Source: an optimization exercise on an open RTL-to-GDS flow (aim: small area, a short achievable clock period and few clock cycles per item). Production flows keep margins and buffers that such runs may drop.
The RTL was checked by simulation tests, not by an equivalence proof against the original design.

==> flow/design.v, too long to show whole: its modules and the start of the top module <==
// module best_disp_select: 1871 lines
// module bds_norm: 17 lines
// module bds_tab_n: 80 lines
// module bds_tab_d: 80 lines
module best_disp_select #(
    parameter int unsigned NPIX_LOG2 = 8
) (
    input  logic               clk,
    input  logic               rst,
    input  logic               frame_start,
    input  logic [10:0]        fsum,
    input  logic               valid,
    input  logic               last,
    input  logic [13:0]        g2sum,
    input  logic [10:0]        gsum,
    input  logic [13:0]        fg,
    input  logic [5:0]         place,
    output logic               busy,
    output logic [5:0]         best_place,
    output logic               best_valid,
    output logic               done,
    output logic               overrun
);
  // ...
==> flow/run.sh <==
#!/bin/bash
# synth_recipe.tcl (not shown) runs the flow's synth.tcl, then flattens the netlist and writes it again
# the make line also repeats each setting of config.mk as NAME=value (left out here)
make -C /OpenROAD-flow-scripts/flow DESIGN_CONFIG=/design/flow/config.mk WORK_HOME=/design/flow/orfs CLKGATE_MAP_FILE= SYNTH_SCRIPT=/design/flow/synth_recipe.tcl finish
==> flow/config.mk <==
export PLATFORM = sky130hd
export DESIGN_NAME = best_disp_select
export DESIGN_NICKNAME = best_disp_select
export VERILOG_FILES = /design/flow/design.v
export SDC_FILE = /design/flow/constraint.sdc
export NUM_CORES = 4
export LEC_CHECK = 0
export CAP_MARGIN = 20
export CORE_MARGIN = 2
export CORE_UTILIZATION = 40
export SLEW_MARGIN = 20
==> flow/constraint.sdc <==
create_clock -name core_clock -period 12.0 [get_ports {clk}]
set_input_delay 2.4000 -clock core_clock [delete_from_list [all_inputs] [get_ports {clk}]]
set_output_delay 2.4000 -clock core_clock [all_outputs]
set_load 0.01 [all_outputs]
==> results.txt, run 1 <==
Mapped Area=38800 sq um; final critical-path setup slack=5.27 ns; R2R cell count=23; DR top layer=met4; number of sequential cells=544; post-place setup slack=5.31 ns; Layout Utilization=44.5%; outcome=no timing/DRC/antenna violations; commonest cells after routing, fill and taps aside=547 x inv_1, 346 x ha_1, 345 x edfxtp_1, 292 x nand2_1, 254 x fa_1; Max stage delay cell, worst path=a2111oi_0; async set-reset flop share out of synthesis=0%; fmax=0.149 GHz; total stage count of the critical path=23; final critical-path share of the clock period=56.1%; cell family with most CP delay=adder cells; routed wire length=86600 microns; met1 usage=24.6%; largest net degree at the start of global routing=99; layout overhead on the synthesized area=10.7%; WP data arrival=7.12 ns; synth warn=4; layout cells sized above 1=5.90%; Post-synth top cells=548 x inv_1, 346 x ha_1, 345 x edfxtp_1, 292 x nand2_1, 254 x fa_1; dpl cells=5022; met3 WL=3590 microns; post-synthesis simple-gate area fraction=12.6%; register clock-pin slew on the reported worst setup and hold paths=0.06 ns; die width=315 microns; Buf/Inv on CP=4
Testbench counts, summed over its fixed seeds: cycles 10,366, items 9,296.
==> module bds_tab_n, before the edit <==
module bds_tab_n (
    input  logic [4:0]           h,
    output logic signed [16:0]  c0,
    output logic signed [5:0]  c1
);
    always_comb begin
        case (h)
            5'd0: c0 = 17'sd106;
            5'd1: c0 = 17'sd3518;
            5'd2: c0 = 17'sd6576;
            5'd3: c0 = 17'sd9312;
            5'd4: c0 = 17'sd11878;
            5'd5: c0 = 17'sd14038;
            5'd6: c0 = 17'sd15928;
            5'd7: c0 = 17'sd17562;
            5'd8: c0 = 17'sd18952;
            5'd9: c0 = 17'sd19988;
            5'd10: c0 = 17'sd20932;
            5'd11: c0 = 17'sd21670;
            5'd12: c0 = 17'sd22194;
            5'd13: c0 = 17'sd22532;
            5'd14: c0 = 17'sd22566;
            5'd15: c0 = 17'sd22552;
            5'd16: c0 = 17'sd22362;
            5'd17: c0 = 17'sd21892;
            5'd18: c0 = 17'sd21388;
            5'd19: c0 = 17'sd20614;
            5'd20: c0 = 17'sd19824;
            5'd21: c0 = 17'sd18768;
            5'd22: c0 = 17'sd17708;
            5'd23: c0 = 17'sd16392;
            5'd24: c0 = 17'sd15082;
            5'd25: c0 = 17'sd13524;
            5'd26: c0 = 17'sd11980;
            5'd27: c0 = 17'sd10200;
            5'd28: c0 = 17'sd8438;
            5'd29: c0 = 17'sd6450;
            5'd30: c0 = 17'sd4354;
            5'd31: c0 = 17'sd2294;
            default: c0 = '0;
        endcase
    end
    always_comb begin
        case (h)
            5'd0: c1 = 6'sd26;
            5'd1: c1 = 6'sd24;
            5'd2: c1 = 6'sd22;
            5'd3: c1 = 6'sd20;
            5'd4: c1 = 6'sd16;
            5'd5: c1 = 6'sd14;
            5'd6: c1 = 6'sd12;
            5'd7: c1 = 6'sd10;
            5'd8: c1 = 6'sd8;
            5'd9: c1 = 6'sd8;
            5'd10: c1 = 6'sd6;
            5'd11: c1 = 6'sd4;
            5'd12: c1 = 6'sd2;
            5'd13: c1 = 6'sd0;
            5'd14: c1 = 6'sd0;
            5'd15: c1 = -6'sd2;
            5'd16: c1 = -6'sd4;
            5'd17: c1 = -6'sd4;
            5'd18: c1 = -6'sd6;
            5'd19: c1 = -6'sd6;
            5'd20: c1 = -6'sd8;
            5'd21: c1 = -6'sd8;
            5'd22: c1 = -6'sd10;
            5'd23: c1 = -6'sd10;
            5'd24: c1 = -6'sd12;
            5'd25: c1 = -6'sd12;
            5'd26: c1 = -6'sd14;
            5'd27: c1 = -6'sd14;
            5'd28: c1 = -6'sd16;
            5'd29: c1 = -6'sd16;
            5'd30: c1 = -6'sd16;
            5'd31: c1 = -6'sd18;
            default: c1 = '0;
        endcase
    end
endmodule
==> module bds_tab_d, before the edit <==
module bds_tab_d (
    input  logic [4:0]           h,
    output logic signed [16:0]  c0,
    output logic signed [5:0]  c1
);
    always_comb begin
        case (h)
            5'd0: c0 = 17'sd53;
            5'd1: c0 = 17'sd1759;
            5'd2: c0 = 17'sd3288;
            5'd3: c0 = 17'sd4656;
            5'd4: c0 = 17'sd5939;
            5'd5: c0 = 17'sd7019;
            5'd6: c0 = 17'sd7964;
            5'd7: c0 = 17'sd8781;
            5'd8: c0 = 17'sd9476;
            5'd9: c0 = 17'sd9994;
            5'd10: c0 = 17'sd10466;
            5'd11: c0 = 17'sd10835;
            5'd12: c0 = 17'sd11097;
            5'd13: c0 = 17'sd11266;
            5'd14: c0 = 17'sd11283;
            5'd15: c0 = 17'sd11276;
            5'd16: c0 = 17'sd11181;
            5'd17: c0 = 17'sd10946;
            5'd18: c0 = 17'sd10694;
            5'd19: c0 = 17'sd10307;
            5'd20: c0 = 17'sd9912;
            5'd21: c0 = 17'sd9384;
            5'd22: c0 = 17'sd8854;
            5'd23: c0 = 17'sd8196;
            5'd24: c0 = 17'sd7541;
            5'd25: c0 = 17'sd6762;
            5'd26: c0 = 17'sd5990;
            5'd27: c0 = 17'sd5100;
            5'd28: c0 = 17'sd4219;
            5'd29: c0 = 17'sd3225;
            5'd30: c0 = 17'sd2177;
            5'd31: c0 = 17'sd1147;
            default: c0 = '0;
        endcase
    end
    always_comb begin
        case (h)
            5'd0: c1 = 6'sd13;
            5'd1: c1 = 6'sd12;
            5'd2: c1 = 6'sd11;
            5'd3: c1 = 6'sd10;
            5'd4: c1 = 6'sd8;
            5'd5: c1 = 6'sd7;
            5'd6: c1 = 6'sd6;
            5'd7: c1 = 6'sd5;
            5'd8: c1 = 6'sd4;
            5'd9: c1 = 6'sd4;
            5'd10: c1 = 6'sd3;
            5'd11: c1 = 6'sd2;
            5'd12: c1 = 6'sd1;
            5'd13: c1 = 6'sd0;
            5'd14: c1 = 6'sd0;
            5'd15: c1 = -6'sd1;
            5'd16: c1 = -6'sd2;
            5'd17: c1 = -6'sd2;
            5'd18: c1 = -6'sd3;
            5'd19: c1 = -6'sd3;
            5'd20: c1 = -6'sd4;
            5'd21: c1 = -6'sd4;
            5'd22: c1 = -6'sd5;
            5'd23: c1 = -6'sd5;
            5'd24: c1 = -6'sd6;
            5'd25: c1 = -6'sd6;
            5'd26: c1 = -6'sd7;
            5'd27: c1 = -6'sd7;
            5'd28: c1 = -6'sd8;
            5'd29: c1 = -6'sd8;
            5'd30: c1 = -6'sd8;
            5'd31: c1 = -6'sd9;
            default: c1 = '0;
        endcase
    end
endmodule
==> run 2, diff against run 1 <==
--- a/flow/design.v
+++ b/flow/design.v
@@ -1320,25 +1320,26 @@
     assign ck_t263 = ck_t218 ^ ck_t219 ^ 1'b1;
     assign ck_t264 = (ck_t218 & ck_t219) | (ck_t218 & 1'b1) | (ck_t219 & 1'b1);
     assign ck_t265 = ck_t220 ^ rn_pa[4];
     assign ck_t266 = ck_t220 & rn_pa[4];
     logic [24:0] ck_a;
     logic [24:0] ck_b;
     assign ck_a = {1'b1, ck_t266, ck_t264, ck_t262, ck_t260, ck_t258, ck_t256, ck_t254, ck_t252, ck_t250, ck_t248, ck_t246, ck_t244, ck_t242, ck_t240, ck_t238, ck_t236, ck_t234, ck_t232, ck_t230, ck_t228, ck_t226, ck_t224, ck_t222, ck_t221};
     assign ck_b = {1'b0, 1'b1, ck_t265, ck_t263, ck_t261, ck_t259, ck_t257, ck_t255, ck_t253, ck_t251, ck_t249, ck_t247, ck_t245, ck_t243, ck_t241, ck_t239, ck_t237, ck_t235, ck_t233, ck_t231, ck_t229, ck_t227, ck_t225, ck_t223, ~(rn_fd[0] & w_cd1[0])};
-    logic signed [24:0] w_k;
-    assign w_k = ck_a + ck_b;
     logic        rf_v;
     logic        rf_elig;
     logic [21:0] rf_num;
     logic [21:0] rf_den;
-    logic signed [24:0] rf_k;
+    logic [24:0] rf_ka;
+    logic [24:0] rf_kb;
     logic [5:0]  rf_place;
     logic        rf_last;
+    logic signed [24:0] w_k;
+    assign w_k = rf_ka + rf_kb;
     logic cg1_t1;
     logic cg1_t2;
     logic cg1_t3;
     logic cg1_t4;
     logic cg1_t5;
     logic cg1_t6;
     logic cg1_t7;
     logic cg1_t8;
@@ -1379,70 +1380,170 @@
     logic cg1_t43;
     logic cg1_t44;
     logic cg1_t45;
     logic cg1_t46;
     logic cg1_t47;
     logic cg1_t48;
     logic cg1_t49;
     logic cg1_t50;
-    assign cg1_t1 = rf_k[0] ^ ~r_bk[0];
-    assign cg1_t2 = rf_k[0] & ~r_bk[0];
-    assign cg1_t3 = rf_k[1] ^ ~r_bk[1];
-    assign cg1_t4 = rf_k[1] & ~r_bk[1];
-    assign cg1_t5 = rf_k[2] ^ ~r_bk[2];
-    assign cg1_t6 = rf_k[2] & ~r_bk[2];
-    assign cg1_t7 = rf_k[3] ^ ~r_bk[3];
-    assign cg1_t8 = rf_k[3] & ~r_bk[3];
-    assign cg1_t9 = rf_k[4] ^ ~r_bk[4];
-    assign cg1_t10 = rf_k[4] & ~r_bk[4];
-    assign cg1_t11 = rf_k[5] ^ ~r_bk[5];
-    assign cg1_t12 = rf_k[5] & ~r_bk[5];
-    assign cg1_t13 = rf_k[6] ^ ~r_bk[6] ^ 1'b1;
-    assign cg1_t14 = (rf_k[6] & ~r_bk[6]) | (rf_k[6] & 1'b1) | (~r_bk[6] & 1'b1);
-    assign cg1_t15 = rf_k[7] ^ ~r_bk[7] ^ 1'b1;
-    assign cg1_t16 = (rf_k[7] & ~r_bk[7]) | (rf_k[7] & 1'b1) | (~r_bk[7] & 1'b1);
-    assign cg1_t17 = rf_k[8] ^ ~r_bk[8];
-    assign cg1_t18 = rf_k[8] & ~r_bk[8];
-    assign cg1_t19 = rf_k[9] ^ ~r_bk[9] ^ 1'b1;
-    assign cg1_t20 = (rf_k[9] & ~r_bk[9]) | (rf_k[9] & 1'b1) | (~r_bk[9] & 1'b1);
-    assign cg1_t21 = rf_k[10] ^ ~r_bk[10] ^ 1'b1;
-    assign cg1_t22 = (rf_k[10] & ~r_bk[10]) | (rf_k[10] & 1'b1) | (~r_bk[10] & 1'b1);
-    assign cg1_t23 = rf_k[11] ^ ~r_bk[11] ^ 1'b1;
-    assign cg1_t24 = (rf_k[11] & ~r_bk[11]) | (rf_k[11] & 1'b1) | (~r_bk[11] & 1'b1);
-    assign cg1_t25 = rf_k[12] ^ ~r_bk[12] ^ 1'b1;
-    assign cg1_t26 = (rf_k[12] & ~r_bk[12]) | (rf_k[12] & 1'b1) | (~r_bk[12] & 1'b1);
-    assign cg1_t27 = rf_k[13] ^ ~r_bk[13] ^ 1'b1;
-    assign cg1_t28 = (rf_k[13] & ~r_bk[13]) | (rf_k[13] & 1'b1) | (~r_bk[13] & 1'b1);
-    assign cg1_t29 = rf_k[14] ^ ~r_bk[14] ^ 1'b1;
-    assign cg1_t30 = (rf_k[14] & ~r_bk[14]) | (rf_k[14] & 1'b1) | (~r_bk[14] & 1'b1);
-    assign cg1_t31 = rf_k[15] ^ ~r_bk[15] ^ 1'b1;
-    assign cg1_t32 = (rf_k[15] & ~r_bk[15]) | (rf_k[15] & 1'b1) | (~r_bk[15] & 1'b1);
-    assign cg1_t33 = rf_k[16] ^ ~r_bk[16] ^ 1'b1;
-    assign cg1_t34 = (rf_k[16] & ~r_bk[16]) | (rf_k[16] & 1'b1) | (~r_bk[16] & 1'b1);
-    assign cg1_t35 = rf_k[17] ^ ~r_bk[17] ^ 1'b1;
-    assign cg1_t36 = (rf_k[17] & ~r_bk[17]) | (rf_k[17] & 1'b1) | (~r_bk[17] & 1'b1);
-    assign cg1_t37 = rf_k[18] ^ ~r_bk[18] ^ 1'b1;
-    assign cg1_t38 = (rf_k[18] & ~r_bk[18]) | (rf_k[18] & 1'b1) | (~r_bk[18] & 1'b1);
-    assign cg1_t39 = rf_k[19] ^ ~r_bk[19] ^ 1'b1;
-    assign cg1_t40 = (rf_k[19] & ~r_bk[19]) | (rf_k[19] & 1'b1) | (~r_bk[19] & 1'b1);
-    assign cg1_t41 = rf_k[20] ^ ~r_bk[20] ^ 1'b1;
-    assign cg1_t42 = (rf_k[20] & ~r_bk[20]) | (rf_k[20] & 1'b1) | (~r_bk[20] & 1'b1);
-    assign cg1_t43 = rf_k[21] ^ ~r_bk[21] ^ 1'b1;
-    assign cg1_t44 = (rf_k[21] & ~r_bk[21]) | (rf_k[21] & 1'b1) | (~r_bk[21] & 1'b1);
-    assign cg1_t45 = rf_k[22] ^ ~r_bk[22] ^ 1'b1;
-    assign cg1_t46 = (rf_k[22] & ~r_bk[22]) | (rf_k[22] & 1'b1) | (~r_bk[22] & 1'b1);
-    assign cg1_t47 = rf_k[23] ^ ~r_bk[23] ^ 1'b1;
-    assign cg1_t48 = (rf_k[23] & ~r_bk[23]) | (rf_k[23] & 1'b1) | (~r_bk[23] & 1'b1);
-    assign cg1_t49 = ~rf_k[24] ^ r_bk[24] ^ 1'b1;
-    assign cg1_t50 = (~rf_k[24] & r_bk[24]) | (~rf_k[24] & 1'b1) | (r_bk[24] & 1'b1);
-    logic [25:0] cg1_a;
-    logic [25:0] cg1_b;
-    assign cg1_a = {cg1_t50, cg1_t48, cg1_t46, cg1_t44, cg1_t42, cg1_t40, cg1_t38, cg1_t36, cg1_t34, cg1_t32, cg1_t30, cg1_t28, cg1_t26, cg1_t24, cg1_t22, cg1_t20, cg1_t18, cg1_t16, cg1_t14, cg1_t12, cg1_t10, cg1_t8, cg1_t6, cg1_t4, cg1_t2, cg1_t1};
-    assign cg1_b = {1'b0, cg1_t49, cg1_t47, cg1_t45, cg1_t43, cg1_t41, cg1_t39, cg1_t37, cg1_t35, cg1_t33, cg1_t31, cg1_t29, cg1_t27, cg1_t25, cg1_t23, cg1_t21, cg1_t19, cg1_t17, cg1_t15, cg1_t13, cg1_t11, cg1_t9, cg1_t7, cg1_t5, cg1_t3, 1'b1};
+    logic cg1_t51;
+    logic cg1_t52;
+    logic cg1_t53;
+    logic cg1_t54;
+    logic cg1_t55;
+    logic cg1_t56;
+    logic cg1_t57;
+    logic cg1_t58;
+    logic cg1_t59;
+    logic cg1_t60;
+    logic cg1_t61;
+    logic cg1_t62;
+    logic cg1_t63;
+    logic cg1_t64;
+    logic cg1_t65;
+    logic cg1_t66;
+    logic cg1_t67;
+    logic cg1_t68;
+    logic cg1_t69;
+    logic cg1_t70;
+    logic cg1_t71;
+    logic cg1_t72;
+    logic cg1_t73;
+    logic cg1_t74;
+    logic cg1_t75;
+    logic cg1_t76;
+    logic cg1_t77;
+    logic cg1_t78;
+    logic cg1_t79;
+    logic cg1_t80;
+    logic cg1_t81;
+    logic cg1_t82;
+    logic cg1_t83;
+    logic cg1_t84;
+    logic cg1_t85;
+    logic cg1_t86;
+    logic cg1_t87;
+    logic cg1_t88;
+    logic cg1_t89;
+    logic cg1_t90;
+    logic cg1_t91;
+    logic cg1_t92;
+    logic cg1_t93;
+    logic cg1_t94;
+    logic cg1_t95;
+    logic cg1_t96;
+    logic cg1_t97;
+    logic cg1_t98;
+    logic cg1_t99;
+    logic cg1_t100;
+    assign cg1_t1 = rf_ka[0] ^ rf_kb[0];
+    assign cg1_t2 = rf_ka[0] & rf_kb[0];
+    assign cg1_t3 = rf_ka[1] ^ rf_kb[1];
+    assign cg1_t4 = rf_ka[1] & rf_kb[1];
+    assign cg1_t5 = rf_ka[2] ^ rf_kb[2];
+    assign cg1_t6 = rf_ka[2] & rf_kb[2];
+    assign cg1_t7 = rf_ka[3] ^ rf_kb[3];
+    assign cg1_t8 = rf_ka[3] & rf_kb[3];
+    assign cg1_t9 = rf_ka[4] ^ rf_kb[4];
+    assign cg1_t10 = rf_ka[4] & rf_kb[4];
+    assign cg1_t11 = rf_ka[5] ^ rf_kb[5];
+    assign cg1_t12 = rf_ka[5] & rf_kb[5];
+    assign cg1_t13 = rf_ka[6] ^ rf_kb[6] ^ ~r_bk[6];
+    assign cg1_t14 = (rf_ka[6] & rf_kb[6]) | (rf_ka[6] & ~r_bk[6]) | (rf_kb[6] & ~r_bk[6]);
+    assign cg1_t15 = rf_ka[7] ^ rf_kb[7] ^ ~r_bk[7];
+    assign cg1_t16 = (rf_ka[7] & rf_kb[7]) | (rf_ka[7] & ~r_bk[7]) | (rf_kb[7] & ~r_bk[7]);
+    assign cg1_t17 = rf_ka[8] ^ rf_kb[8];
+    assign cg1_t18 = rf_ka[8] & rf_kb[8];
+    assign cg1_t19 = rf_ka[9] ^ rf_kb[9] ^ ~r_bk[9];
+    assign cg1_t20 = (rf_ka[9] & rf_kb[9]) | (rf_ka[9] & ~r_bk[9]) | (rf_kb[9] & ~r_bk[9]);
+    assign cg1_t21 = rf_ka[10] ^ rf_kb[10] ^ ~r_bk[10];
+    assign cg1_t22 = (rf_ka[10] & rf_kb[10]) | (rf_ka[10] & ~r_bk[10]) | (rf_kb[10] & ~r_bk[10]);
+    assign cg1_t23 = rf_ka[11] ^ rf_kb[11] ^ ~r_bk[11];
+    assign cg1_t24 = (rf_ka[11] & rf_kb[11]) | (rf_ka[11] & ~r_bk[11]) | (rf_kb[11] & ~r_bk[11]);
+    assign cg1_t25 = rf_ka[12] ^ rf_kb[12] ^ ~r_bk[12];
+    assign cg1_t26 = (rf_ka[12] & rf_kb[12]) | (rf_ka[12] & ~r_bk[12]) | (rf_kb[12] & ~r_bk[12]);
+    assign cg1_t27 = rf_ka[13] ^ rf_kb[13] ^ ~r_bk[13];
+    assign cg1_t28 = (rf_ka[13] & rf_kb[13]) | (rf_ka[13] & ~r_bk[13]) | (rf_kb[13] & ~r_bk[13]);
+    assign cg1_t29 = rf_ka[14] ^ rf_kb[14] ^ ~r_bk[14];
+    assign cg1_t30 = (rf_ka[14] & rf_kb[14]) | (rf_ka[14] & ~r_bk[14]) | (rf_kb[14] & ~r_bk[14]);
+    assign cg1_t31 = rf_ka[15] ^ rf_kb[15] ^ ~r_bk[15];
+    assign cg1_t32 = (rf_ka[15] & rf_kb[15]) | (rf_ka[15] & ~r_bk[15]) | (rf_kb[15] & ~r_bk[15]);
+    assign cg1_t33 = rf_ka[16] ^ rf_kb[16] ^ ~r_bk[16];
+    assign cg1_t34 = (rf_ka[16] & rf_kb[16]) | (rf_ka[16] & ~r_bk[16]) | (rf_kb[16] & ~r_bk[16]);
+    assign cg1_t35 = rf_ka[17] ^ rf_kb[17] ^ ~r_bk[17];
+    assign cg1_t36 = (rf_ka[17] & rf_kb[17]) | (rf_ka[17] & ~r_bk[17]) | (rf_kb[17] & ~r_bk[17]);
+    assign cg1_t37 = rf_ka[18] ^ rf_kb[18] ^ ~r_bk[18];
+    assign cg1_t38 = (rf_ka[18] & rf_kb[18]) | (rf_ka[18] & ~r_bk[18]) | (rf_kb[18] & ~r_bk[18]);
+    assign cg1_t39 = rf_ka[19] ^ rf_kb[19] ^ ~r_bk[19];
+    assign cg1_t40 = (rf_ka[19] & rf_kb[19]) | (rf_ka[19] & ~r_bk[19]) | (rf_kb[19] & ~r_bk[19]);
+    assign cg1_t41 = rf_ka[20] ^ rf_kb[20] ^ ~r_bk[20];
+    assign cg1_t42 = (rf_ka[20] & rf_kb[20]) | (rf_ka[20] & ~r_bk[20]) | (rf_kb[20] & ~r_bk[20]);
+    assign cg1_t43 = rf_ka[21] ^ rf_kb[21] ^ ~r_bk[21];
+    assign cg1_t44 = (rf_ka[21] & rf_kb[21]) | (rf_ka[21] & ~r_bk[21]) | (rf_kb[21] & ~r_bk[21]);
+    assign cg1_t45 = rf_ka[22] ^ rf_kb[22] ^ ~r_bk[22];
+    assign cg1_t46 = (rf_ka[22] & rf_kb[22]) | (rf_ka[22] & ~r_bk[22]) | (rf_kb[22] & ~r_bk[22]);
+    assign cg1_t47 = rf_ka[23] ^ rf_kb[23] ^ ~r_bk[23];
+    assign cg1_t48 = (rf_ka[23] & rf_kb[23]) | (rf_ka[23] & ~r_bk[23]) | (rf_kb[23] & ~r_bk[23]);
+    assign cg1_t49 = rf_ka[24] ^ rf_kb[24] ^ ~r_bk[24];
+    assign cg1_t50 = (rf_ka[24] & rf_kb[24]) | (rf_ka[24] & ~r_bk[24]) | (rf_kb[24] & ~r_bk[24]);
+    assign cg1_t51 = cg1_t1 ^ ~r_bk[0];
+    assign cg1_t52 = cg1_t1 & ~r_bk[0];
+    assign cg1_t53 = cg1_t2 ^ cg1_t3 ^ ~r_bk[1];
+    assign cg1_t54 = (cg1_t2 & cg1_t3) | (cg1_t2 & ~r_bk[1]) | (cg1_t3 & ~r_bk[1]);
+    assign cg1_t55 = cg1_t4 ^ cg1_t5 ^ ~r_bk[2];
+    assign cg1_t56 = (cg1_t4 & cg1_t5) | (cg1_t4 & ~r_bk[2]) | (cg1_t5 & ~r_bk[2]);
+    assign cg1_t57 = cg1_t6 ^ cg1_t7 ^ ~r_bk[3];
+    assign cg1_t58 = (cg1_t6 & cg1_t7) | (cg1_t6 & ~r_bk[3]) | (cg1_t7 & ~r_bk[3]);
+    assign cg1_t59 = cg1_t8 ^ cg1_t9 ^ ~r_bk[4];
+    assign cg1_t60 = (cg1_t8 & cg1_t9) | (cg1_t8 & ~r_bk[4]) | (cg1_t9 & ~r_bk[4]);
+    assign cg1_t61 = cg1_t10 ^ cg1_t11 ^ ~r_bk[5];
+    assign cg1_t62 = (cg1_t10 & cg1_t11) | (cg1_t10 & ~r_bk[5]) | (cg1_t11 & ~r_bk[5]);
+    assign cg1_t63 = cg1_t12 ^ cg1_t13 ^ 1'b1;
+    assign cg1_t64 = (cg1_t12 & cg1_t13) | (cg1_t12 & 1'b1) | (cg1_t13 & 1'b1);
+    assign cg1_t65 = cg1_t14 ^ cg1_t15 ^ 1'b1;
+    assign cg1_t66 = (cg1_t14 & cg1_t15) | (cg1_t14 & 1'b1) | (cg1_t15 & 1'b1);
+    assign cg1_t67 = cg1_t16 ^ cg1_t17 ^ ~r_bk[8];
+    assign cg1_t68 = (cg1_t16 & cg1_t17) | (cg1_t16 & ~r_bk[8]) | (cg1_t17 & ~r_bk[8]);
+    assign cg1_t69 = cg1_t18 ^ cg1_t19 ^ 1'b1;
+    assign cg1_t70 = (cg1_t18 & cg1_t19) | (cg1_t18 & 1'b1) | (cg1_t19 & 1'b1);
+    assign cg1_t71 = cg1_t20 ^ cg1_t21 ^ 1'b1;
+    assign cg1_t72 = (cg1_t20 & cg1_t21) | (cg1_t20 & 1'b1) | (cg1_t21 & 1'b1);
+    assign cg1_t73 = cg1_t22 ^ cg1_t23 ^ 1'b1;
+    assign cg1_t74 = (cg1_t22 & cg1_t23) | (cg1_t22 & 1'b1) | (cg1_t23 & 1'b1);
+    assign cg1_t75 = cg1_t24 ^ cg1_t25 ^ 1'b1;
+    assign cg1_t76 = (cg1_t24 & cg1_t25) | (cg1_t24 & 1'b1) | (cg1_t25 & 1'b1);
+    assign cg1_t77 = cg1_t26 ^ cg1_t27 ^ 1'b1;
+    assign cg1_t78 = (cg1_t26 & cg1_t27) | (cg1_t26 & 1'b1) | (cg1_t27 & 1'b1);
+    assign cg1_t79 = cg1_t28 ^ cg1_t29 ^ 1'b1;
+    assign cg1_t80 = (cg1_t28 & cg1_t29) | (cg1_t28 & 1'b1) | (cg1_t29 & 1'b1);
+    assign cg1_t81 = cg1_t30 ^ cg1_t31 ^ 1'b1;
+    assign cg1_t82 = (cg1_t30 & cg1_t31) | (cg1_t30 & 1'b1) | (cg1_t31 & 1'b1);
+    assign cg1_t83 = cg1_t32 ^ cg1_t33 ^ 1'b1;
+    assign cg1_t84 = (cg1_t32 & cg1_t33) | (cg1_t32 & 1'b1) | (cg1_t33 & 1'b1);
+    assign cg1_t85 = cg1_t34 ^ cg1_t35 ^ 1'b1;
+    assign cg1_t86 = (cg1_t34 & cg1_t35) | (cg1_t34 & 1'b1) | (cg1_t35 & 1'b1);
+    assign cg1_t87 = cg1_t36 ^ cg1_t37 ^ 1'b1;
+    assign cg1_t88 = (cg1_t36 & cg1_t37) | (cg1_t36 & 1'b1) | (cg1_t37 & 1'b1);
+    assign cg1_t89 = cg1_t38 ^ cg1_t39 ^ 1'b1;
+    assign cg1_t90 = (cg1_t38 & cg1_t39) | (cg1_t38 & 1'b1) | (cg1_t39 & 1'b1);
+    assign cg1_t91 = cg1_t40 ^ cg1_t41 ^ 1'b1;
+    assign cg1_t92 = (cg1_t40 & cg1_t41) | (cg1_t40 & 1'b1) | (cg1_t41 & 1'b1);
+    assign cg1_t93 = cg1_t42 ^ cg1_t43 ^ 1'b1;
+    assign cg1_t94 = (cg1_t42 & cg1_t43) | (cg1_t42 & 1'b1) | (cg1_t43 & 1'b1);
+    assign cg1_t95 = cg1_t44 ^ cg1_t45 ^ 1'b1;
+    assign cg1_t96 = (cg1_t44 & cg1_t45) | (cg1_t44 & 1'b1) | (cg1_t45 & 1'b1);
+    assign cg1_t97 = cg1_t46 ^ cg1_t47 ^ 1'b1;
+    assign cg1_t98 = (cg1_t46 & cg1_t47) | (cg1_t46 & 1'b1) | (cg1_t47 & 1'b1);
+    assign cg1_t99 = cg1_t48 ^ cg1_t49 ^ 1'b1;
+    assign cg1_t100 = (cg1_t48 & cg1_t49) | (cg1_t48 & 1'b1) | (cg1_t49 & 1'b1);
+    logic [24:0] cg1_a;
+    logic [24:0] cg1_b;
+    assign cg1_a = {cg1_t98, cg1_t96, cg1_t94, cg1_t92, cg1_t90, cg1_t88, cg1_t86, cg1_t84, cg1_t82, cg1_t80, cg1_t78, cg1_t76, cg1_t74, cg1_t72, cg1_t70, cg1_t68, cg1_t66, cg1_t64, cg1_t62, cg1_t60, cg1_t58, cg1_t56, cg1_t54, cg1_t52, cg1_t51};
+    assign cg1_b = {cg1_t99, cg1_t97, cg1_t95, cg1_t93, cg1_t91, cg1_t89, cg1_t87, cg1_t85, cg1_t83, cg1_t81, cg1_t79, cg1_t77, cg1_t75, cg1_t73, cg1_t71, cg1_t69, cg1_t67, cg1_t65, cg1_t63, cg1_t61, cg1_t59, cg1_t57, cg1_t55, cg1_t53, 1'b1};
     logic cg2_t1;
     logic cg2_t2;
     logic cg2_t3;
     logic cg2_t4;
     logic cg2_t5;
     logic cg2_t6;
     logic cg2_t7;
     logic cg2_t8;
@@ -1471,68 +1572,168 @@
     logic cg2_t31;
     logic cg2_t32;
     logic cg2_t33;
     logic cg2_t34;
     logic cg2_t35;
     logic cg2_t36;
     logic cg2_t37;
     logic cg2_t38;
-    assign cg2_t1 = rf_k[6] ^ ~r_bk[6];
-    assign cg2_t2 = rf_k[6] & ~r_bk[6];
-    assign cg2_t3 = rf_k[7] ^ ~r_bk[7];
-    assign cg2_t4 = rf_k[7] & ~r_bk[7];
-    assign cg2_t5 = rf_k[8] ^ ~r_bk[8] ^ 1'b1;
-    assign cg2_t6 = (rf_k[8] & ~r_bk[8]) | (rf_k[8] & 1'b1) | (~r_bk[8] & 1'b1);
-    assign cg2_t7 = rf_k[9] ^ ~r_bk[9];
-    assign cg2_t8 = rf_k[9] & ~r_bk[9];
-    assign cg2_t9 = rf_k[10] ^ ~r_bk[10];
-    assign cg2_t10 = rf_k[10] & ~r_bk[10];
-    assign cg2_t11 = rf_k[11] ^ ~r_bk[11];
-    assign cg2_t12 = rf_k[11] & ~r_bk[11];
-    assign cg2_t13 = rf_k[12] ^ ~r_bk[12];
-    assign cg2_t14 = rf_k[12] & ~r_bk[12];
-    assign cg2_t15 = rf_k[13] ^ ~r_bk[13];
-    assign cg2_t16 = rf_k[13] & ~r_bk[13];
-    assign cg2_t17 = rf_k[14] ^ ~r_bk[14];
-    assign cg2_t18 = rf_k[14] & ~r_bk[14];
-    assign cg2_t19 = rf_k[15] ^ ~r_bk[15];
-    assign cg2_t20 = rf_k[15] & ~r_bk[15];
-    assign cg2_t21 = rf_k[16] ^ ~r_bk[16];
-    assign cg2_t22 = rf_k[16] & ~r_bk[16];
-    assign cg2_t23 = rf_k[17] ^ ~r_bk[17];
-    assign cg2_t24 = rf_k[17] & ~r_bk[17];
-    assign cg2_t25 = rf_k[18] ^ ~r_bk[18];
-    assign cg2_t26 = rf_k[18] & ~r_bk[18];
-    assign cg2_t27 = rf_k[19] ^ ~r_bk[19];
-    assign cg2_t28 = rf_k[19] & ~r_bk[19];
-    assign cg2_t29 = rf_k[20] ^ ~r_bk[20];
-    assign cg2_t30 = rf_k[20] & ~r_bk[20];
-    assign cg2_t31 = rf_k[21] ^ ~r_bk[21];
-    assign cg2_t32 = rf_k[21] & ~r_bk[21];
-    assign cg2_t33 = rf_k[22] ^ ~r_bk[22];
-    assign cg2_t34 = rf_k[22] & ~r_bk[22];
-    assign cg2_t35 = rf_k[23] ^ ~r_bk[23];
-    assign cg2_t36 = rf_k[23] & ~r_bk[23];
-    assign cg2_t37 = ~rf_k[24] ^ r_bk[24];
-    assign cg2_t38 = ~rf_k[24] & r_bk[24];
-    logic [25:0] cg2_a;
-    logic [25:0] cg2_b;
-    assign cg2_a = {cg2_t38, cg2_t36, cg2_t34, cg2_t32, cg2_t30, cg2_t28, cg2_t26, cg2_t24, cg2_t22, cg2_t20, cg2_t18, cg2_t16, cg2_t14, cg2_t12, cg2_t10, cg2_t8, cg2_t6, cg2_t4, cg2_t2, cg2_t1, rf_k[5], rf_k[4], rf_k[3], rf_k[2], rf_k[1], rf_k[0]};
-    assign cg2_b = {1'b1, cg2_t37, cg2_t35, cg2_t33, cg2_t31, cg2_t29, cg2_t27, cg2_t25, cg2_t23, cg2_t21, cg2_t19, cg2_t17, cg2_t15, cg2_t13, cg2_t11, cg2_t9, cg2_t7, cg2_t5, cg2_t3, 1'b1, ~r_bk[5], ~r_bk[4], ~r_bk[3], ~r_bk[2], ~r_bk[1], ~r_bk[0]};
-    logic [25:0] w_g1s;
-    logic [25:0] w_g2s;
+    logic cg2_t39;
+    logic cg2_t40;
+    logic cg2_t41;
+    logic cg2_t42;
+    logic cg2_t43;
+    logic cg2_t44;
+    logic cg2_t45;
+    logic cg2_t46;
+    logic cg2_t47;
+    logic cg2_t48;
+    logic cg2_t49;
+    logic cg2_t50;
+    logic cg2_t51;
+    logic cg2_t52;
+    logic cg2_t53;
+    logic cg2_t54;
+    logic cg2_t55;
+    logic cg2_t56;
+    logic cg2_t57;
+    logic cg2_t58;
+    logic cg2_t59;
+    logic cg2_t60;
+    logic cg2_t61;
+    logic cg2_t62;
+    logic cg2_t63;
+    logic cg2_t64;
+    logic cg2_t65;
+    logic cg2_t66;
+    logic cg2_t67;
+    logic cg2_t68;
+    logic cg2_t69;
+    logic cg2_t70;
+    logic cg2_t71;
+    logic cg2_t72;
+    logic cg2_t73;
+    logic cg2_t74;
+    logic cg2_t75;
+    logic cg2_t76;
+    logic cg2_t77;
+    logic cg2_t78;
+    logic cg2_t79;
+    logic cg2_t80;
+    logic cg2_t81;
+    logic cg2_t82;
+    logic cg2_t83;
+    logic cg2_t84;
+    logic cg2_t85;
+    logic cg2_t86;
+    logic cg2_t87;
+    logic cg2_t88;
+    assign cg2_t1 = rf_ka[6] ^ rf_kb[6];
+    assign cg2_t2 = rf_ka[6] & rf_kb[6];
+    assign cg2_t3 = rf_ka[7] ^ rf_kb[7];
+    assign cg2_t4 = rf_ka[7] & rf_kb[7];
+    assign cg2_t5 = rf_ka[8] ^ rf_kb[8] ^ ~r_bk[8];
+    assign cg2_t6 = (rf_ka[8] & rf_kb[8]) | (rf_ka[8] & ~r_bk[8]) | (rf_kb[8] & ~r_bk[8]);
+    assign cg2_t7 = rf_ka[9] ^ rf_kb[9];
+    assign cg2_t8 = rf_ka[9] & rf_kb[9];
+    assign cg2_t9 = rf_ka[10] ^ rf_kb[10];
+    assign cg2_t10 = rf_ka[10] & rf_kb[10];
+    assign cg2_t11 = rf_ka[11] ^ rf_kb[11];
+    assign cg2_t12 = rf_ka[11] & rf_kb[11];
+    assign cg2_t13 = rf_ka[12] ^ rf_kb[12];
+    assign cg2_t14 = rf_ka[12] & rf_kb[12];
+    assign cg2_t15 = rf_ka[13] ^ rf_kb[13];
+    assign cg2_t16 = rf_ka[13] & rf_kb[13];
+    assign cg2_t17 = rf_ka[14] ^ rf_kb[14];
+    assign cg2_t18 = rf_ka[14] & rf_kb[14];
+    assign cg2_t19 = rf_ka[15] ^ rf_kb[15];
+    assign cg2_t20 = rf_ka[15] & rf_kb[15];
+    assign cg2_t21 = rf_ka[16] ^ rf_kb[16];
+    assign cg2_t22 = rf_ka[16] & rf_kb[16];
+    assign cg2_t23 = rf_ka[17] ^ rf_kb[17];
+    assign cg2_t24 = rf_ka[17] & rf_kb[17];
+    assign cg2_t25 = rf_ka[18] ^ rf_kb[18];
+    assign cg2_t26 = rf_ka[18] & rf_kb[18];
+    assign cg2_t27 = rf_ka[19] ^ rf_kb[19];
+    assign cg2_t28 = rf_ka[19] & rf_kb[19];
+    assign cg2_t29 = rf_ka[20] ^ rf_kb[20];
+    assign cg2_t30 = rf_ka[20] & rf_kb[20];
+    assign cg2_t31 = rf_ka[21] ^ rf_kb[21];
+    assign cg2_t32 = rf_ka[21] & rf_kb[21];
+    assign cg2_t33 = rf_ka[22] ^ rf_kb[22];
+    assign cg2_t34 = rf_ka[22] & rf_kb[22];
+    assign cg2_t35 = rf_ka[23] ^ rf_kb[23];
+    assign cg2_t36 = rf_ka[23] & rf_kb[23];
+    assign cg2_t37 = rf_ka[24] ^ rf_kb[24];
+    assign cg2_t38 = rf_ka[24] & rf_kb[24];
+    assign cg2_t39 = rf_ka[0] ^ rf_kb[0];
+    assign cg2_t40 = rf_ka[0] & rf_kb[0];
+    assign cg2_t41 = rf_ka[1] ^ rf_kb[1] ^ ~r_bk[1];
+    assign cg2_t42 = (rf_ka[1] & rf_kb[1]) | (rf_ka[1] & ~r_bk[1]) | (rf_kb[1] & ~r_bk[1]);
+    assign cg2_t43 = rf_ka[2] ^ rf_kb[2] ^ ~r_bk[2];
+    assign cg2_t44 = (rf_ka[2] & rf_kb[2]) | (rf_ka[2] & ~r_bk[2]) | (rf_kb[2] & ~r_bk[2]);
+    assign cg2_t45 = rf_ka[3] ^ rf_kb[3] ^ ~r_bk[3];
+    assign cg2_t46 = (rf_ka[3] & rf_kb[3]) | (rf_ka[3] & ~r_bk[3]) | (rf_kb[3] & ~r_bk[3]);
+    assign cg2_t47 = rf_ka[4] ^ rf_kb[4] ^ ~r_bk[4];
+    assign cg2_t48 = (rf_ka[4] & rf_kb[4]) | (rf_ka[4] & ~r_bk[4]) | (rf_kb[4] & ~r_bk[4]);
+    assign cg2_t49 = rf_ka[5] ^ rf_kb[5] ^ ~r_bk[5];
+    assign cg2_t50 = (rf_ka[5] & rf_kb[5]) | (rf_ka[5] & ~r_bk[5]) | (rf_kb[5] & ~r_bk[5]);
+    assign cg2_t51 = cg2_t1 ^ ~r_bk[6] ^ 1'b1;
+    assign cg2_t52 = (cg2_t1 & ~r_bk[6]) | (cg2_t1 & 1'b1) | (~r_bk[6] & 1'b1);
+    assign cg2_t53 = cg2_t2 ^ cg2_t3 ^ ~r_bk[7];
+    assign cg2_t54 = (cg2_t2 & cg2_t3) | (cg2_t2 & ~r_bk[7]) | (cg2_t3 & ~r_bk[7]);
+    assign cg2_t55 = cg2_t4 ^ cg2_t5 ^ 1'b1;
+    assign cg2_t56 = (cg2_t4 & cg2_t5) | (cg2_t4 & 1'b1) | (cg2_t5 & 1'b1);
+    assign cg2_t57 = cg2_t6 ^ cg2_t7 ^ ~r_bk[9];
+    assign cg2_t58 = (cg2_t6 & cg2_t7) | (cg2_t6 & ~r_bk[9]) | (cg2_t7 & ~r_bk[9]);
+    assign cg2_t59 = cg2_t8 ^ cg2_t9 ^ ~r_bk[10];
+    assign cg2_t60 = (cg2_t8 & cg2_t9) | (cg2_t8 & ~r_bk[10]) | (cg2_t9 & ~r_bk[10]);
+    assign cg2_t61 = cg2_t10 ^ cg2_t11 ^ ~r_bk[11];
+    assign cg2_t62 = (cg2_t10 & cg2_t11) | (cg2_t10 & ~r_bk[11]) | (cg2_t11 & ~r_bk[11]);
+    assign cg2_t63 = cg2_t12 ^ cg2_t13 ^ ~r_bk[12];
+    assign cg2_t64 = (cg2_t12 & cg2_t13) | (cg2_t12 & ~r_bk[12]) | (cg2_t13 & ~r_bk[12]);
+    assign cg2_t65 = cg2_t14 ^ cg2_t15 ^ ~r_bk[13];
+    assign cg2_t66 = (cg2_t14 & cg2_t15) | (cg2_t14 & ~r_bk[13]) | (cg2_t15 & ~r_bk[13]);
+    assign cg2_t67 = cg2_t16 ^ cg2_t17 ^ ~r_bk[14];
+    assign cg2_t68 = (cg2_t16 & cg2_t17) | (cg2_t16 & ~r_bk[14]) | (cg2_t17 & ~r_bk[14]);
+    assign cg2_t69 = cg2_t18 ^ cg2_t19 ^ ~r_bk[15];
+    assign cg2_t70 = (cg2_t18 & cg2_t19) | (cg2_t18 & ~r_bk[15]) | (cg2_t19 & ~r_bk[15]);
+    assign cg2_t71 = cg2_t20 ^ cg2_t21 ^ ~r_bk[16];
+    assign cg2_t72 = (cg2_t20 & cg2_t21) | (cg2_t20 & ~r_bk[16]) | (cg2_t21 & ~r_bk[16]);
+    assign cg2_t73 = cg2_t22 ^ cg2_t23 ^ ~r_bk[17];
+    assign cg2_t74 = (cg2_t22 & cg2_t23) | (cg2_t22 & ~r_bk[17]) | (cg2_t23 & ~r_bk[17]);
+    assign cg2_t75 = cg2_t24 ^ cg2_t25 ^ ~r_bk[18];
+    assign cg2_t76 = (cg2_t24 & cg2_t25) | (cg2_t24 & ~r_bk[18]) | (cg2_t25 & ~r_bk[18]);
+    assign cg2_t77 = cg2_t26 ^ cg2_t27 ^ ~r_bk[19];
+    assign cg2_t78 = (cg2_t26 & cg2_t27) | (cg2_t26 & ~r_bk[19]) | (cg2_t27 & ~r_bk[19]);
+    assign cg2_t79 = cg2_t28 ^ cg2_t29 ^ ~r_bk[20];
+    assign cg2_t80 = (cg2_t28 & cg2_t29) | (cg2_t28 & ~r_bk[20]) | (cg2_t29 & ~r_bk[20]);
+    assign cg2_t81 = cg2_t30 ^ cg2_t31 ^ ~r_bk[21];
+    assign cg2_t82 = (cg2_t30 & cg2_t31) | (cg2_t30 & ~r_bk[21]) | (cg2_t31 & ~r_bk[21]);
+    assign cg2_t83 = cg2_t32 ^ cg2_t33 ^ ~r_bk[22];
+    assign cg2_t84 = (cg2_t32 & cg2_t33) | (cg2_t32 & ~r_bk[22]) | (cg2_t33 & ~r_bk[22]);
+    assign cg2_t85 = cg2_t34 ^ cg2_t35 ^ ~r_bk[23];
+    assign cg2_t86 = (cg2_t34 & cg2_t35) | (cg2_t34 & ~r_bk[23]) | (cg2_t35 & ~r_bk[23]);
+    assign cg2_t87 = cg2_t36 ^ cg2_t37 ^ ~r_bk[24];
+    assign cg2_t88 = (cg2_t36 & cg2_t37) | (cg2_t36 & ~r_bk[24]) | (cg2_t37 & ~r_bk[24]);
+    logic [24:0] cg2_a;
+    logic [24:0] cg2_b;
+    assign cg2_a = {cg2_t86, cg2_t84, cg2_t82, cg2_t80, cg2_t78, cg2_t76, cg2_t74, cg2_t72, cg2_t70, cg2_t68, cg2_t66, cg2_t64, cg2_t62, cg2_t60, cg2_t58, cg2_t56, cg2_t54, cg2_t52, cg2_t50, cg2_t48, cg2_t46, cg2_t44, cg2_t42, cg2_t40, cg2_t39};
+    assign cg2_b = {cg2_t87, cg2_t85, cg2_t83, cg2_t81, cg2_t79, cg2_t77, cg2_t75, cg2_t73, cg2_t71, cg2_t69, cg2_t67, cg2_t65, cg2_t63, cg2_t61, cg2_t59, cg2_t57, cg2_t55, cg2_t53, cg2_t51, cg2_t49, cg2_t47, cg2_t45, cg2_t43, cg2_t41, ~r_bk[0]};
+    logic [24:0] w_g1s;
+    logic [24:0] w_g2s;
     logic        w_go;
     logic        w_win;
     logic        w_amb;
     assign w_g1s   = cg1_a + cg1_b;
     assign w_g2s   = cg2_a + cg2_b;
     assign w_go    = rf_v && !r_busy;
-    assign w_win   = rf_elig && (!r_bvalid || !w_g1s[25]);
-    assign w_amb   = rf_elig && r_bvalid && w_g1s[25] && !w_g2s[25];
+    assign w_win   = rf_elig && (!r_bvalid || !w_g1s[24]);
+    assign w_amb   = rf_elig && r_bvalid && w_g1s[24] && !w_g2s[24];
     logic [21:0] s_num;
     logic [21:0] s_den;
     logic [5:0]  s_place;
     logic        s_last;
     logic signed [24:0] s_k;
     logic [5:0]  s_cnt;
     logic [21:0] s_p;
     logic [21:0] s_q;
@@ -1813,31 +2014,32 @@
             rn_pd    <= w_pd;
             rn_fa    <= w_fa;
             rn_fd    <= w_fd;
             rn_place <= r1_place;
             rn_last  <= r1_last;
             rf_elig  <= rn_elig;
             rf_num   <= rn_num;
             rf_den   <= rn_den;
-            rf_k     <= w_k;
+            rf_ka    <= ck_a;
+            rf_kb    <= ck_b;
             rf_place <= rn_place;
             rf_last  <= rn_last;
         end
         if (w_go && !w_amb && w_win) begin
             r_bnum <= rf_num;
             r_bden <= rf_den;
-            r_bk   <= rf_k;
+            r_bk   <= w_k;
         end
         if (w_go && w_amb) begin
             s_num    <= rf_num;
             s_den    <= rf_den;
             s_place  <= rf_place;
             s_last   <= rf_last;
-            s_k      <= rf_k;
+            s_k      <= w_k;
             s_cnt    <= '0;
             s_pb     <= r_bden[0];
             s_qb     <= rf_den[0];
             s_pl     <= 1'b0;
             s_ql     <= 1'b0;
             s_p      <= '0;
             s_q      <= '0;
             s_z      <= '0;
@@ -1886,163 +2088,65 @@
     end
     assign ft = n[20:9];
 endmodule
 module bds_tab_n (
     input  logic [4:0]           h,
     output logic signed [16:0]  c0,
     output logic signed [5:0]  c1
 );
-    always_comb begin
-        case (h)
-            5'd0: c0 = 17'sd106;
-            5'd1: c0 = 17'sd3518;
-            5'd2: c0 = 17'sd6576;
-            5'd3: c0 = 17'sd9312;
-            5'd4: c0 = 17'sd11878;
-            5'd5: c0 = 17'sd14038;
-            5'd6: c0 = 17'sd15928;
-            5'd7: c0 = 17'sd17562;
-            5'd8: c0 = 17'sd18952;
-            5'd9: c0 = 17'sd19988;
-            5'd10: c0 = 17'sd20932;
-            5'd11: c0 = 17'sd21670;
-            5'd12: c0 = 17'sd22194;
-            5'd13: c0 = 17'sd22532;
-            5'd14: c0 = 17'sd22566;
-            5'd15: c0 = 17'sd22552;
-            5'd16: c0 = 17'sd22362;
-            5'd17: c0 = 17'sd21892;
-            5'd18: c0 = 17'sd21388;
-            5'd19: c0 = 17'sd20614;
-            5'd20: c0 = 17'sd19824;
-            5'd21: c0 = 17'sd18768;
-            5'd22: c0 = 17'sd17708;
-            5'd23: c0 = 17'sd16392;
-            5'd24: c0 = 17'sd15082;
-            5'd25: c0 = 17'sd13524;
-            5'd26: c0 = 17'sd11980;
-            5'd27: c0 = 17'sd10200;
-            5'd28: c0 = 17'sd8438;
-            5'd29: c0 = 17'sd6450;
-            5'd30: c0 = 17'sd4354;
-            5'd31: c0 = 17'sd2294;
-            default: c0 = '0;
-        endcase
-    end
-    always_comb begin
-        case (h)
-            5'd0: c1 = 6'sd26;
-            5'd1: c1 = 6'sd24;
-            5'd2: c1 = 6'sd22;
-            5'd3: c1 = 6'sd20;
-            5'd4: c1 = 6'sd16;
-            5'd5: c1 = 6'sd14;
-            5'd6: c1 = 6'sd12;
-            5'd7: c1 = 6'sd10;
-            5'd8: c1 = 6'sd8;
-            5'd9: c1 = 6'sd8;
-            5'd10: c1 = 6'sd6;
-            5'd11: c1 = 6'sd4;
-            5'd12: c1 = 6'sd2;
-            5'd13: c1 = 6'sd0;
-            5'd14: c1 = 6'sd0;
-            5'd15: c1 = -6'sd2;
-            5'd16: c1 = -6'sd4;
-            5'd17: c1 = -6'sd4;
-            5'd18: c1 = -6'sd6;
-            5'd19: c1 = -6'sd6;
-            5'd20: c1 = -6'sd8;
-            5'd21: c1 = -6'sd8;
-            5'd22: c1 = -6'sd10;
-            5'd23: c1 = -6'sd10;
-            5'd24: c1 = -6'sd12;
-            5'd25: c1 = -6'sd12;
-            5'd26: c1 = -6'sd14;
-            5'd27: c1 = -6'sd14;
-            5'd28: c1 = -6'sd16;
-            5'd29: c1 = -6'sd16;
-            5'd30: c1 = -6'sd16;
-            5'd31: c1 = -6'sd18;
-            default: c1 = '0;
-        endcase
-    end
+    logic [31:0] sel;
+    assign sel = 32'd1 << h;
+    assign c0[0] = |(sel & 32'h0);
+    assign c0[1] = |(sel & 32'hf10958b3);
+    assign c0[2] = |(sel & 32'h964e6e32);
+    assign c0[3] = |(sel & 32'hdc581c3);
+    assign c0[4] = |(sel & 32'hba3192e6);
+    assign c0[5] = |(sel & 32'hb150585f);
+    assign c0[6] = |(sel & 32'h9f310439);
+    assign c0[7] = |(sel & 32'h9f0e1ca6);
+    assign c0[8] = |(sel & 32'h68770406);
+    assign c0[9] = |(sel & 32'hd051370);
+    assign c0[10] = |(sel & 32'he531afa);
+    assign c0[11] = |(sel & 32'ha530e356);
+    assign c0[12] = |(sel & 32'h630ffc64);
+    assign c0[13] = |(sel & 32'h1f000078);
+    assign c0[14] = |(sel & 32'hffff80);
+    assign c0[15] = |(sel & 32'h0);
+    assign c0[16] = |(sel & 32'h0);
+    assign c1[0] = |(sel & 32'h0);
+    assign c1[1] = |(sel & 32'h8ccc94a5);
+    assign c1[2] = |(sel & 32'h83c38c6c);
+    assign c1[3] = |(sel & 32'h803f83e3);
+    assign c1[4] = |(sel & 32'h7fff801f);
+    assign c1[5] = |(sel & 32'hffff8000);
 endmodule
 module bds_tab_d (
     input  logic [4:0]           h,
     output logic signed [16:0]  c0,
     output logic signed [5:0]  c1
 );
-    always_comb begin
-        case (h)
-            5'd0: c0 = 17'sd53;
-            5'd1: c0 = 17'sd1759;
-            5'd2: c0 = 17'sd3288;
-            5'd3: c0 = 17'sd4656;
-            5'd4: c0 = 17'sd5939;
-            5'd5: c0 = 17'sd7019;
-            5'd6: c0 = 17'sd7964;
-            5'd7: c0 = 17'sd8781;
-            5'd8: c0 = 17'sd9476;
-            5'd9: c0 = 17'sd9994;
-            5'd10: c0 = 17'sd10466;
-            5'd11: c0 = 17'sd10835;
-            5'd12: c0 = 17'sd11097;
-            5'd13: c0 = 17'sd11266;
-            5'd14: c0 = 17'sd11283;
-            5'd15: c0 = 17'sd11276;
-            5'd16: c0 = 17'sd11181;
-            5'd17: c0 = 17'sd10946;
-            5'd18: c0 = 17'sd10694;
-            5'd19: c0 = 17'sd10307;
-            5'd20: c0 = 17'sd9912;
-            5'd21: c0 = 17'sd9384;
-            5'd22: c0 = 17'sd8854;
-            5'd23: c0 = 17'sd8196;
-            5'd24: c0 = 17'sd7541;
-            5'd25: c0 = 17'sd6762;
-            5'd26: c0 = 17'sd5990;
-            5'd27: c0 = 17'sd5100;
-            5'd28: c0 = 17'sd4219;
-            5'd29: c0 = 17'sd3225;
-            5'd30: c0 = 17'sd2177;
-            5'd31: c0 = 17'sd1147;
-            default: c0 = '0;
-        endcase
-    end
-    always_comb begin
-        case (h)
-            5'd0: c1 = 6'sd13;
-            5'd1: c1 = 6'sd12;
-            5'd2: c1 = 6'sd11;
-            5'd3: c1 = 6'sd10;
-            5'd4: c1 = 6'sd8;
-            5'd5: c1 = 6'sd7;
-            5'd6: c1 = 6'sd6;
-            5'd7: c1 = 6'sd5;
-            5'd8: c1 = 6'sd4;
-            5'd9: c1 = 6'sd4;
-            5'd10: c1 = 6'sd3;
-            5'd11: c1 = 6'sd2;
-            5'd12: c1 = 6'sd1;
-            5'd13: c1 = 6'sd0;
-            5'd14: c1 = 6'sd0;
-            5'd15: c1 = -6'sd1;
-            5'd16: c1 = -6'sd2;
-            5'd17: c1 = -6'sd2;
-            5'd18: c1 = -6'sd3;
-            5'd19: c1 = -6'sd3;
-            5'd20: c1 = -6'sd4;
-            5'd21: c1 = -6'sd4;
-            5'd22: c1 = -6'sd5;
-            5'd23: c1 = -6'sd5;
-            5'd24: c1 = -6'sd6;
-            5'd25: c1 = -6'sd6;
-            5'd26: c1 = -6'sd7;
-            5'd27: c1 = -6'sd7;
-            5'd28: c1 = -6'sd8;
-            5'd29: c1 = -6'sd8;
-            5'd30: c1 = -6'sd8;
-            5'd31: c1 = -6'sd9;
-            default: c1 = '0;
-        endcase
-    end
+    logic [31:0] sel;
+    assign sel = 32'd1 << h;
+    assign c0[0] = |(sel & 32'hf10958b3);
+    assign c0[1] = |(sel & 32'h964e6e32);
+    assign c0[2] = |(sel & 32'hdc581c3);
+    assign c0[3] = |(sel & 32'hba3192e6);
+    assign c0[4] = |(sel & 32'hb150585f);
+    assign c0[5] = |(sel & 32'h9f310439);
+    assign c0[6] = |(sel & 32'h9f0e1ca6);
+    assign c0[7] = |(sel & 32'h68770406);
+    assign c0[8] = |(sel & 32'hd051370);
+    assign c0[9] = |(sel & 32'he531afa);
+    assign c0[10] = |(sel & 32'ha530e356);
+    assign c0[11] = |(sel & 32'h630ffc64);
+    assign c0[12] = |(sel & 32'h1f000078);
+    assign c0[13] = |(sel & 32'hffff80);
+    assign c0[14] = |(sel & 32'h0);
+    assign c0[15] = |(sel & 32'h0);
+    assign c0[16] = |(sel & 32'h0);
+    assign c1[0] = |(sel & 32'h8ccc94a5);
+    assign c1[1] = |(sel & 32'h83c38c6c);
+    assign c1[2] = |(sel & 32'h803f83e3);
+    assign c1[3] = |(sel & 32'h7fff801f);
+    assign c1[4] = |(sel & 32'hffff8000);
+    assign c1[5] = |(sel & 32'hffff8000);
 endmodule
==> flow/flow/run.sh (new file) <==
#!/bin/bash
set -euo pipefail
bash standard.sh SETUP_SLACK_MARGIN=6.5 finish > make.log 2>&1
==> flow/standard.sh (new file) <==
#!/bin/bash
# synth_recipe.tcl (not shown) runs the flow's synth.tcl, then flattens the netlist and writes it again
# the make line also repeats each setting of config.mk as NAME=value (left out here)
make -C /OpenROAD-flow-scripts/flow DESIGN_CONFIG=/design/flow/config.mk WORK_HOME=/design/flow/orfs CLKGATE_MAP_FILE= SYNTH_SCRIPT=/design/flow/synth_recipe.tcl "${@:-finish}"
removed: flow/run.sh
==> results.txt, run 2 <==
GR Util All Layers=17.6%; flop-to-flop setup slack=6.72 ns; Worst Setup End Kind=register; final cell count without fillers=5096; HP Start=rn_den[20]; initial antenna violation count=0; core box area=95000 sq um; first-pass GRT wire length=140000 microns; gr ovfl total=0; Synth Flop Type=edfxtp_1; Post-synth EDFFs=366; hold path cells=0; CTS Sinks=527; row count=113; Die Area=98300 sq um; vias in the first global route=26000; Layout Utilization=45.2% (+0.66 points); FF+latch count, synth=527; num ports=71; Max H-tree Level=2; CP cell instances=buf_4 -> nand2_1 -> fa_1 -> inv_1 -> fa_1 -> inv_1 -> fa_1 -> fa_1 -> ha_1 -> or3_1 -> o41ai_4 -> o2111ai_1 -> a31oi_1 -> nor2b_1 -> o21a_1 -> o41a_1 -> xor2_1; Worst Path Required=12.39 ns; unrepaired setup endpoints after global routing=yes; DRC errors left=0; share of the synthesized area in the top cell type=28.7%; layout cells sized above 1=6.79% (+0.89 points); dominant cell by count in the synthesized netlist=inv_1; commonest cells after routing, fill and taps aside=550 x inv_1, 366 x edfxtp_1, 312 x nand2_1, 308 x fa_1, 296 x ha_1; TritonCTS clock tree=built; HPWL after DPL=61800 microns; pins over their slew limit=0; cell family with most CP delay=adder cells; largest net degree at the start of global routing=106 (+7.1%); initial core utilization=40.3%; fmax=0.189 GHz (+27%); vias per inst=5.08; final hold violations=0; biggest regs=r_bk x25, s_k x25; Mapped Nets=4381; Cell variety after synth=94; Max stage delay cell, worst path=fa_1; Hold Path Class=reg2reg; WP data arrival=5.67 ns (-1.45 ns); Final ANT Viol Nets=0; dpl cells=4925 (-1.9%); input/output buffers=70; Layout Skew=0.0184 ns; Critical Path Start Type=register; outcome=no timing/DRC/antenna violations; cts bufs inserted=59; CP Launch Point=r0_gsum[6]; Clock Latency Late Sink=0.64 ns; cell taking the most area after synthesis=edfxtp_1; synth warn=2 (-2); initial DRC count=1585; Post-Route Setup TNS=0 ns; die span in y=314 microns; async set-reset flop share out of synthesis=0% (unchanged); Setup Viol. Count Final=0; dpl cell area=40200 sq um; reg2reg end=r1_num[21]; Hold Path End=rf_den[20]; commonest non-fill, non-tap cell in the layout=inv_1; WS Path Type=reg2reg; Largest stage delay, worst path=0.56 ns; layout overhead on the synthesized area=12.0%; Crit Path Max Fanout=5; Worst slew margin=36.7%; Buf/Inv on CP=3 (-1); crit path time final=5.28 ns; Mapped Area=38300 sq um (-1.2%); Worst-Margin Slew=0.949 ns; vias=25900; Max clock buf depth=3; routed wire length=85400 microns (-1.5%); max_cap viols=0; design area=42900 sq um; R2R cell count=17 (-26%); Mapped Avg Cell Area=10.3 sq um; register clock-pin slew on the reported worst setup and hold paths=0.06 ns (about the same); Most common cell on crit path=fa_1; Syn Inst Count=3708; Seq/Total Area, Yosys=37.1%; 1st-pass router iterations=6; final critical-path share of the clock period=44.0% (-12 points); WL/cell=16.8 microns; GP Congestion=0.864; top area cells in the synthesized netlist=edfxtp_1 29%, fa_1 16%, ha_1 9.9%; worst r2r src=r0_gsum[6]; CTS root buf=clkbuf_16; Final Hold Slack=0.415 ns; die width=314 microns (-0.59%); Post-synth top cells=552 x inv_1, 366 x edfxtp_1, 312 x nand2_1, 310 x fa_1, 302 x ha_1; fin nets=4452
[run 2: area by class of cell]
type	instances	area [sq um]
fill	8993	52100
multi-input combinational	2478	21500
sequential	527	14200
inverter	559	2100
tap	1265	1580
clock buffer	66	1530
timing repair buffer	154	1400
clock inverter	46	563
antenna	1	2.50
[run 2: per-layer routing]
metal / GRT usage, % / part of all wire, % / up-vias
li1: - / - / 12800
met1: 25.0 / 48 / 12500
met2: 28.3 / 45 / 514
met3: 1.97 / 3.9 / 145
met4: 5.59 / 3.2 / 0
met5: 0 / 0 / -
[run 2: timing repair]
action,in CTS,in global routing
pin swaps,0,7
gates resized for setup,3,23
setup buffers,30,27
gates cloned,0,0
hold buffers,0,0
setup endpoints to repair,13,20
[run 2: worst max path at each step]
stage                     cells past startpoint    endpoint  slack [ns]
final                                        17  r1_num[21]        6.72
after floorplan                               3    r0_fg[0]        6.51
after global placement                       18  r1_num[20]        6.09
after CTS                                    17  r1_num[20]        6.50
after global routing                         18  r1_den[22]        6.46
after detailed placement                     18  r1_num[20]        6.07
[run 2: per-stage QoR]
stage          setup slack [ns]
5_1_grt                    6.46
3_5_place_dp               6.07
3_3_place_gp               6.09
6_report                   6.72
2_1_floorplan              6.51
4_1_cts                    6.50
[run 2: cells by family after synthesis]
family                   count (synthesis)  synth area share [%]
XOR/XNOR                               120                  2.74
buffers and inverters                  703                  7.02
flip-flops                             527                  37.1
multiplexers                           132                  3.83
AO/OA/AOI/OAI                          678                  11.6
AND/OR/NAND/NOR                        935                  11.6
adder cells (fa/ha/maj)                613                  26.1
Testbench counts of run 2, summed over its fixed seeds: cycles 10,366, items 9,296.
==> run 3, diff against run 2 <==
==> flow/flow/run.sh (replaced) <==
#!/bin/bash
set -euo pipefail
bash standard.sh SETUP_SLACK_MARGIN=7.5 finish > make.log 2>&1
==> results.txt, run 3 <==
die width=314 microns (unchanged); Post-synth EDFFs=366 (unchanged); Syn Inst Count=3708 (unchanged); row count=113 (unchanged); CP Launch Point=r0_fsum[2]; CP cell instances=buf_6 -> and2_4 -> fa_1 -> inv_2 -> fa_1 -> inv_1 -> fa_2 -> fa_1 -> inv_2 -> ha_4 -> a211oi_2 -> nor2_2 -> o31ai_4 -> o211ai_1 -> a31oi_1 -> nor2b_1 -> o21a_1 -> o41a_1 -> xor2_1; routed wire length=91100 microns (+6.8%); GP Congestion=0.869 (+0.60%); share of the synthesized area in the top cell type=28.7% (unchanged); DRC errors left=0 (unchanged); vias per inst=5.15 (+1.4%); vias=26700 (+3.1%); WL/cell=17.6 microns (+5.0%); commonest cells after routing, fill and taps aside=525 x inv_1, 366 x edfxtp_1, 297 x nand2_1, 287 x ha_1, 279 x fa_1; fin nets=4539 (+2.0%); Layout Utilization=46.9% (+1.7 points); cell taking the most area after synthesis=edfxtp_1; Worst Setup End Kind=register; final critical-path setup slack=6.86 ns (+0.142 ns); WS Path Type=reg2reg; Max clock buf depth=3 (unchanged); HPWL after DPL=62200 microns (+0.69%); post-place setup slack=6.35 ns (+0.283 ns); reg2reg end=r1_num[20]; Max H-tree Level=2 (unchanged); Mapped Area=38300 sq um (unchanged); Synth Flop Type=edfxtp_1; WP data arrival=5.53 ns (-0.14 ns); max_cap viols=0 (unchanged); FF+latch count, synth=527 (unchanged); synth warn=2 (unchanged); worst r2r src=r0_fsum[2]; R2R cell count=19 (+2); biggest regs=r_bk x25, s_k x25; Layout Skew=0.0176 ns (-0.000757 ns); 1st-pass router iterations=6 (unchanged); Post-Route Setup TNS=0 ns (unchanged); unrepaired setup endpoints after global routing=yes; n_diodes=0 (-1); die span in y=314 microns (unchanged); num ports=71 (unchanged); GR Util All Layers=18.4% (+0.72 points); dominant cell by count in the synthesized netlist=inv_1; crit path time final=5.14 ns (-0.142 ns); Seq/Total Area, Yosys=37.1% (unchanged); layout overhead on the synthesized area=16.3%; Most common cell on crit path=fa_1; fmax=0.195 GHz (+2.8%); Cell variety after synth=94 (unchanged); total stage count of the critical path=19 (+2); Worst Path Required=12.39 ns (about the same); Largest stage delay, worst path=0.56 ns (about the same); Critical Path Start Type=register; final critical-path share of the clock period=42.8% (-1.2 points); cell family with most CP delay=adder cells; final hold violations=0 (unchanged); flop-to-flop setup slack=6.86 ns (+0.14 ns); commonest non-fill, non-tap cell in the layout=inv_1; outcome=no timing/DRC/antenna violations; TritonCTS clock tree=built; Setup Viol. Count Final=0 (unchanged); layout cells sized above 1=12.8% (+6.0 points); Buf/Inv on CP=4 (+1); CTS root buf=clkbuf_16; first-pass GRT wire length=145000 microns (+4.1%); Worst-Margin Slew=0.968 ns (+0.0189 ns)
-- run 3: cell counts after synthesis --
Identical to the previous run, type by type.
-- run 3: worst min path at each step --
stage	start	end	cells past startpoint	slack [ns]
5_1_grt	r0_place[5]	r1_place[5]	0	0.42
4_1_cts	rn_num[16]	rf_num[16]	0	0.42
3_3_place_gp	rn_den[3]	rf_den[3]	0	0.40
6_report	rn_num[7]	rf_num[7]	0	0.42
3_5_place_dp	rn_den[9]	rf_den[9]	0	0.40
2_1_floorplan	r0_last	r1_last	0	0.40
-- run 3: repair_timing --
action                                  in CTS  in global routing
gates cloned                                 5                  3
pin swaps                                   47                 67
resized for setup                          100                117
endpoints found under the setup margin     118                172
setup buffers                              109                 32
-- run 3: cell type report --
cell class / count / area, sq um / share of cell area (%)
clock buffers: 82 / 1670 / 3.74
clock inverters: 32 / 256 / 0.576
inverters: 559 / 2130 / 4.79
multi-input cells: 2479 / 22300 / 50.0
flip-flops and latches: 527 / 14200 / 31.9
well taps: 1265 / 1580 / 3.55
repair buffers: 239 / 2400 / 5.39
-- run 3: per-stage QoR --
step	cells
floorplan	3708
global placement	4919
detailed placement	4919
CTS	5147
global route	5183
finish	5183
-- run 3: layer usage --
layer | track usage [%] | vias up | wire (microns)
li1 | - | 12900 | -
met1 | 25.7 | 12900 | 42400
met2 | 29.4 | 703 | 41000
met3 | 2.41 | 193 | 4520
met4 | 6.30 | 0 | 3240
met5 | 0 | - | 0
-- run 3: logic make-up after synthesis --
logic type | synth area share, %
AOI/OAI and AO/OA | 11.6
DFF | 37.1
adders and majority gates | 26.1
muxes | 3.83
and+or+nand+nor | 11.6
buffers and inverters | 7.02
xor gates and xnor gates | 2.74
-- run 3: worst register-to-register path, stage by stage (launching register included) --
cell      delay, ns
edfxtp_1       0.53
buf_6          0.19
and2_4         0.13
fa_1           0.49
inv_2          0.05
fa_1           0.55
inv_1          0.06
fa_2           0.42
fa_1           0.56
inv_2          0.05
ha_4           0.22
a211oi_2       0.21
nor2_2         0.10
o31ai_4        0.27
o211ai_1       0.13
a31oi_1        0.20
nor2b_1        0.07
o21a_1         0.18
o41a_1         0.34
xor2_1         0.15

port drivers added, routing unchanged:
In the flow no input, the clock included, has a driving cell. The finished layouts below were timed again as built, in two steps.
Step 1: set_driving_cell puts a clkbuf_16 on clk and a buf_2 on each other input, an assumption about the parent block.
Step 2 times the ports against the registers' clock, not the clock port: input delays grow and output delays shrink by t, the midpoint of the rising clock arrivals with the driver on.
a / b / c = no drivers / after step 1 / after step 2; a / b = the first two.
| run | shift t [ns] | setup slack, ns | clock arrival spread, ns |
|---|---|---|---|
| run 1 | 0.711 | 5.273 / 5.273 / 5.273 | 0.026 / 0.026 |
| run 2 | 0.694 | 6.720 / 6.720 / 6.720 | 0.022 / 0.023 |
| run 3 | 0.700 | 6.862 / 6.862 / 6.862 | 0.017 / 0.017 |
After both steps every run listed still meets setup and hold.
